From an optimization exercise on the open Yosys and OpenROAD flow, aimed at a short achievable clock period and few clock cycles; shortcuts taken in it are not production practice.
Function was checked by simulation only, so behaviour that the tests miss may differ from the original.
Power and IR drop assume default switching activity.

== job 7699 ==
==> flow/design.v (excerpt) <==
module cpu_top
(
    input  logic     clock,
    input  logic     rst,
    input  logic     ack,
    input  isa_pkg::word_t    rdata,
    output logic     req,
    output bus_pkg::mem_req_t mem_req,
    output logic     halted
);
    isa_pkg::instr_t   fields;
    isa_pkg::word_t    opnd_a;
    isa_pkg::word_t    opnd_b;
    logic              flag_a;
    logic              flag_b;
    logic              issue;
    logic              reg_we;
    isa_pkg::reg_sel_t reg_wsel;
    isa_pkg::word_t    result;
    logic              flag_we;
    isa_pkg::reg_sel_t flag_wsel;
    logic              flag_result;
    sequencer u_sequencer (
        .clock   (clock),
        .rst     (rst),
        .ack     (ack),
        .rdata   (rdata),
        .opnd_a  (opnd_a),
        .opnd_b  (opnd_b),
        .flag_a  (flag_a),
        .req     (req),
        .mem_req (mem_req),
        .fields  (fields),
        .issue   (issue),
        .halted  (halted)
    );
    reg_bank u_reg_bank (
        .clock      (clock),
        .rst        (rst),
        .sel_a      (fields.src_a),
        .sel_b      (fields.src_b),
        .reg_we     (reg_we),
        .reg_wsel   (reg_wsel),
        .reg_wdata  (result),
        .flag_we    (flag_we),
        .flag_wsel  (flag_wsel),
        .flag_wdata (flag_result),
        .opnd_a     (opnd_a),
        .opnd_b     (opnd_b),
        .flag_a     (flag_a),
        .flag_b     (flag_b)
    );
    exec_unit u_exec_unit (
        .clock       (clock),
        .rst         (rst),
        .issue       (issue),
        .fields      (fields),
        .opnd_a      (opnd_a),
        .opnd_b      (opnd_b),
        .flag_a      (flag_a),
        .flag_b      (flag_b),
        .reg_we      (reg_we),
        .reg_wsel    (reg_wsel),
        .result      (result),
        .flag_we     (flag_we),
        .flag_wsel   (flag_wsel),
        .flag_result (flag_result)
    );
endmodule
Size: about 1100 flip-flops, ~200 I/O pins.
==> flow/config.mk <==
export PLATFORM = sky130hd
export DESIGN_NAME = cpu_top
export DESIGN_NICKNAME = cpu_top
export VERILOG_FILES = /design/flow/design.v
export SDC_FILE = /design/flow/constraint.sdc
export NUM_CORES = 4
export LEC_CHECK = 0
export ABC_CLOCK_PERIOD_IN_PS = 2000
export CAP_MARGIN = 20
export CORE_MARGIN = 2
export CORE_UTILIZATION = 60
export CTS_CLUSTER_DIAMETER = 60
export CTS_CLUSTER_SIZE = 20
export PLACE_DENSITY = 0.7
export SETUP_SLACK_MARGIN = 5
export SLEW_MARGIN = 20
==> flow/constraint.sdc <==
create_clock -name core_clock -period 7.5 [get_ports {clock}]
set_input_delay 1.5000 -clock core_clock [delete_from_list [all_inputs] [get_ports {clock}]]
set_output_delay 1.5000 -clock core_clock [all_outputs]
set_load 0.01 [all_outputs]
run.sh (not shown) runs the stock make flow with config.mk's settings and CLKGATE_MAP_FILE= SYNTH_SCRIPT=/design/flow/synth_recipe.tcl, a recipe that flattens the netlist after the stock synthesis.
Having completed the whole flow, job 7699 delivered a layout that passed the timing, DRC and antenna checks.
Testbench counts of job 7699, summed over its fixed seeds: cycles 122,077.
Changes in job 9675 relative to job 7699:
diff --git a/flow/config.mk b/flow/config.mk
--- a/flow/config.mk
+++ b/flow/config.mk
@@ -11,4 +11,2 @@
 export CORE_UTILIZATION = 60
-export CTS_CLUSTER_DIAMETER = 60
-export CTS_CLUSTER_SIZE = 20
 export PLACE_DENSITY = 0.7
- The higher fraction of standard cell area in multi-input logic came out of job 7699.
- Looking at job 9675 and job 7699, the global-route usage is a wash.
- Job 9675 — number of vias per cell 0.70% lower, job 7699 as reference
- Power, job 9675 and job 7699, higher one = job 9675.
- Via count: job 9675 vs job 7699, no meaningful difference
- Job 9675 vs. job 7699: hold slack held, number of iterations in the first detailed-routing pass higher, clock latency of the later-clocked register in the worst-skew pair now sits higher.
- On sequential share of layout area, the higher figure sits with job 7699, not job 9675.
- | wire length | job 9675 vs job 7699 | worse |
- Between job 7699 and job 9675, the flow reports final instance area increasing slightly.


cpu_top, a different RTL version from the one above (not shown whole).
Size in the first run: roughly 4,600 cells after synthesis, ~1,200 flip-flops, ~200 I/O pins, ~58,000 um2 of cells after synthesis.
Settings: LEC_CHECK=0, ABC_CLOCK_PERIOD_IN_PS=2000, CAP_MARGIN=20, CORE_MARGIN=2, CORE_UTILIZATION=72, CTS_CLUSTER_DIAMETER=60, CTS_CLUSTER_SIZE=20, PLACE_DENSITY=0.8, SETUP_SLACK_MARGIN=5, SLEW_MARGIN=20; clock period 7.5 ns.
Testbench counts at the start, summed over its fixed seeds: cycles 122,077.
==> next run, changes <==
- CORE_UTILIZATION: 72 -> 60
- PLACE_DENSITY: 0.8 -> 0.7
The new run finished clean; clock power rises by 13%; utilization falls by 14 points; combinational power falls by 4.0%; via count falls by 9.1%; power rises by 4.6%.


## run A
cpu_top, a different RTL version from the one above (not shown whole).
For scale: ~5,000 cells after synthesis, about 1,200 flip-flops, ~200 I/O pins.
export LEC_CHECK = 0
export ABC_CLOCK_PERIOD_IN_PS = 2000
export CAP_MARGIN = 20
export CORE_MARGIN = 2
export CORE_UTILIZATION = 40
export SETUP_SLACK_MARGIN = 5
export SLEW_MARGIN = 20
create_clock -name core_clock -period 7.5 [get_ports {clock}]
Testbench counts of run A, summed over its fixed seeds: cycles 122,077.
What run B does differently from run A at the input level:
--- a/flow/config.mk
+++ b/flow/config.mk
@@ -6,8 +6,6 @@
 export NUM_CORES = 4
 export LEC_CHECK = 0
-export ABC_CLOCK_PERIOD_IN_PS = 2000
 export CAP_MARGIN = 20
 export CORE_MARGIN = 2
 export CORE_UTILIZATION = 40
-export SETUP_SLACK_MARGIN = 5
 export SLEW_MARGIN = 20
[summary]
In the flow results for run A and run B, the met1 global-route usage is smaller on run B. Cell area | run B vs run A | run B smaller. Run A → run B: wire length fell by about 10%; maximum clock frequency now sits lower; worst hold slack level; number of global-route vias before repair shrank by 1,938. Layout overhead on the synthesized area for run B is lower than for run A. Run B vs run A — clock period minus final worst setup slack rose 1.30 ns. Routed wire length on met3 on run B is down relative to run A. The final reports for run B and run A show part of the cycle the worst path needs higher in the former. Relative to run A, global-route wire length before repair decreased by 24,000 um in run B.
Changes in run C relative to run B:
--- a/flow/config.mk
+++ b/flow/config.mk
@@ -6,6 +6,9 @@
 export NUM_CORES = 4
 export LEC_CHECK = 0
+export ABC_CLOCK_PERIOD_IN_PS = 2000
 export CAP_MARGIN = 20
 export CORE_MARGIN = 2
-export CORE_UTILIZATION = 40
+export CORE_UTILIZATION = 60
+export PLACE_DENSITY = 0.7
+export SETUP_SLACK_MARGIN = 5
 export SLEW_MARGIN = 20
## What came out
- Cmp run B and run C / die boundary width / lower: run C
- Run B -> run C: fill cell total of the finished layout decreased by more than half
- In the reports for run B and run C, the larger peak fanout along the critical path belongs to run B.
- For the total global-route track usage, run C came in 15 points higher than run B did.
- Against run B, run C comes in 14 points higher on fraction of final layout cells sized beyond drive strength 1.
- Going from run B to run C, first-pass GRT wire length up 5.9%, fmax up 0.076 GHz, setup slack of the critical path after layout up 1.40 ns, non-clock buffer count up 95%.
- Run B → run C: post-layout instance count excluding filler cells lost about 6.5%; number of global-route vias before repair up 2,364.


Another version of the RTL of cpu_top (not shown whole).
Size: about 4400 cells after synthesis, ~200 I/O pins, roughly 56000 um^2 of cells after synthesis.
==> flow/config.mk <==
export PLATFORM = sky130hd
export DESIGN_NAME = cpu_top
export DESIGN_NICKNAME = cpu_top
export VERILOG_FILES = /design/flow/design.v
export SDC_FILE = /design/flow/constraint.sdc
export NUM_CORES = 4
export LEC_CHECK = 0
export ABC_CLOCK_PERIOD_IN_PS = 2000
export CAP_MARGIN = 20
export CORE_MARGIN = 2
export CORE_UTILIZATION = 60
export CTS_CLUSTER_DIAMETER = 60
export CTS_CLUSTER_SIZE = 20
export PLACE_DENSITY = 0.7
export SETUP_SLACK_MARGIN = 5
export SLEW_MARGIN = 20
==> flow/constraint.sdc <==
create_clock -name core_clock -period 7.5 [get_ports {clock}]
set_input_delay 1.5000 -clock core_clock [delete_from_list [all_inputs] [get_ports {clock}]]
set_output_delay 1.5000 -clock core_clock [all_outputs]
set_load 0.01 [all_outputs]
The first run completed with no timing, DRC or antenna violations.
Testbench counts at the start, summed over its fixed seeds: cycles 122,077.
Then changed:
--- a/flow/config.mk
+++ b/flow/config.mk
@@ -12,2 +12,2 @@
-export CTS_CLUSTER_DIAMETER = 60
-export CTS_CLUSTER_SIZE = 20
+export CTS_CLUSTER_DIAMETER = 70
+export CTS_CLUSTER_SIZE = 24
Cell area came out lower by 0.81%; non-clock buffer count is higher by 15; first-iteration DRC count came out lower by 8.1%; worst hold slack hardly moves; setup slack is better by 0.014 ns; routed wire length hardly moves; sequential power barely changes; area after synthesis does not change; clock-buffer cell count shrinks by 20; critical path depth decreases by 2; synthesized cell count is unchanged.


## before
Another version of the RTL of cpu_top (not shown whole).
Size in the first run: roughly 4400 cells after synthesis, about 200 I/O pins.
Settings: LEC_CHECK=0, ABC_CLOCK_PERIOD_IN_PS=2000, CAP_MARGIN=20, CORE_MARGIN=2, CORE_UTILIZATION=50, CTS_CLUSTER_DIAMETER=60, CTS_CLUSTER_SIZE=20, PLACE_DENSITY=0.6, SETUP_SLACK_MARGIN=5, SLEW_MARGIN=20; clock period 7.5 ns.
Testbench counts of before, summed over its fixed seeds: cycles 122,077.
Modified inputs, after compared to before
Settings: PLACE_DENSITY now 0.7, was 0.6; CORE_UTILIZATION now 60, was 50.
--- outcome ---
- Sequential share of layout area was lower in before than in after.
- Shortest period the worst path allows came out lower on after than on before.
- Changes observed in after relative to before: total number of tap cells lost 246; wire length after detailed routing decreased 4.0%; number of synthesized flops with an enable pin held.


cpu_top, a different RTL version from the one above (not shown whole).
For scale: roughly 4600 cells after synthesis, ~1200 flip-flops, ~200 I/O pins.
==> flow/design.v (excerpt) <==
module cpu_top
(
    input  logic     clock,
    input  logic     rst,
    input  logic     ack,
    input  isa_pkg::word_t    rdata,
    output logic     req,
    output bus_pkg::mem_req_t mem_req,
    output logic     halted
);
    isa_pkg::instr_t   fields;
    isa_pkg::word_t    opnd_a;
    isa_pkg::word_t    opnd_b;
    logic              flag_a;
    logic              flag_b;
    logic              issue;
    isa_pkg::word_t    a_q;
    isa_pkg::word_t    b_q;
    logic              reg_we;
    isa_pkg::reg_sel_t reg_wsel;
    isa_pkg::word_t    result;
    logic              flag_we;
    isa_pkg::reg_sel_t flag_wsel;
    logic              flag_result;
    assign fields = isa_pkg::instr_t'(rdata);
    sequencer u_sequencer (
        .clock   (clock),
        .rst     (rst),
        .ack     (ack),
        .rdata   (rdata),
        .a_q     (a_q),
        .b_q     (b_q),
        .flag_a  (flag_a),
        .req     (req),
        .mem_req (mem_req),
        .issue   (issue),
        .halted  (halted)
    );
    reg_bank u_reg_bank (
        .clock      (clock),
        .rst        (rst),
        .sel_a      (fields.src_a),
        .sel_b      (fields.src_b),
        .reg_we     (reg_we),
        .reg_wsel   (reg_wsel),
        .reg_wdata  (result),
        .flag_we    (flag_we),
        .flag_wsel  (flag_wsel),
        .flag_wdata (flag_result),
        .opnd_a     (opnd_a),
        .opnd_b     (opnd_b),
        .flag_a     (flag_a),
        .flag_b     (flag_b)
    );
    exec_unit u_exec_unit (
        .clock       (clock),
        .rst         (rst),
        .issue       (issue),
        .fields      (fields),
        .opnd_a      (opnd_a),
  ...
make LEC_CHECK=0 ABC_CLOCK_PERIOD_IN_PS=2000 CAP_MARGIN=20 CORE_MARGIN=2 CORE_UTILIZATION=60 CTS_CLUSTER_DIAMETER=70 CTS_CLUSTER_SIZE=24 PLACE_DENSITY=0.7 SETUP_SLACK_MARGIN=5 SLEW_MARGIN=20 finish   # period 7.5 ns
The baseline finished clean.
Testbench counts at the start, summed over its fixed seeds: cycles 122,077.
Change:
--- a/flow/config.mk
+++ b/flow/config.mk
@@ -12,2 +12,2 @@
-export CTS_CLUSTER_DIAMETER = 70
-export CTS_CLUSTER_SIZE = 24
+export CTS_CLUSTER_DIAMETER = 60
+export CTS_CLUSTER_SIZE = 20
Power came out higher by 8.6%.
Area after synthesis stays the same.
Worst hold slack improves by 0.015 ns.
Flip-flop and latch count is unchanged.
Sequential share of layout area came out lower by 0.37 points.

[port drivers added, routing unchanged]
The results above use ideal ports. As a check the final layouts listed here were re-extracted and re-timed, cells and wires unchanged.
Step 1: set_driving_cell puts a clkbuf_16 on clock and a buf_2 on each other input, an assumption about the parent block.
Step 2 moves the port delays by t, midway between the first and last clock arrival at a register: inputs arrive t later, outputs are due t later. That takes back most of the time a late clock gives input paths.
Three values: ideal ports, drivers, drivers and shift; two values: the first two.
run	t (ns)	slack for setup (ns)	slew at the worst register clock pin (ns)
job 7699	0.787	4.561 / 4.561 / 4.196	0.09 / 0.09
job 9675	0.809	4.535 / 4.535 / 4.009	0.07 / 0.07
the first run of note 2	0.744	4.453 / 4.453 / 4.268	0.09 / 0.09
the second run of note 2	0.782	4.716 / 4.694 / 4.407	0.09 / 0.09
run A	0.877	3.751 / 3.751 / 3.751	0.07 / 0.07
run B	0.862	2.456 / 2.456 / 2.110	0.07 / 0.07
run C	0.833	3.856 / 3.856 / 3.856	0.07 / 0.07
the first run of note 4	0.782	4.706 / 4.537 / 3.755	0.09 / 0.09
the second run of note 4	0.763	4.721 / 4.521 / 3.758	0.10 / 0.10
before	0.790	4.788 / 4.711 / 3.920	0.09 / 0.09
after	0.764	4.814 / 4.700 / 3.936	0.09 / 0.09
the first run of note 6	0.758	4.844 / 4.719 / 3.961	0.10 / 0.10
the second run of note 6	0.783	4.822 / 4.716 / 3.933	0.08 / 0.08
After both steps setup and hold are still met in every run listed. The setup slack of the second run of note 4, which loses most, moves by -0.200 ns with the drivers and by -0.963 ns with both steps.
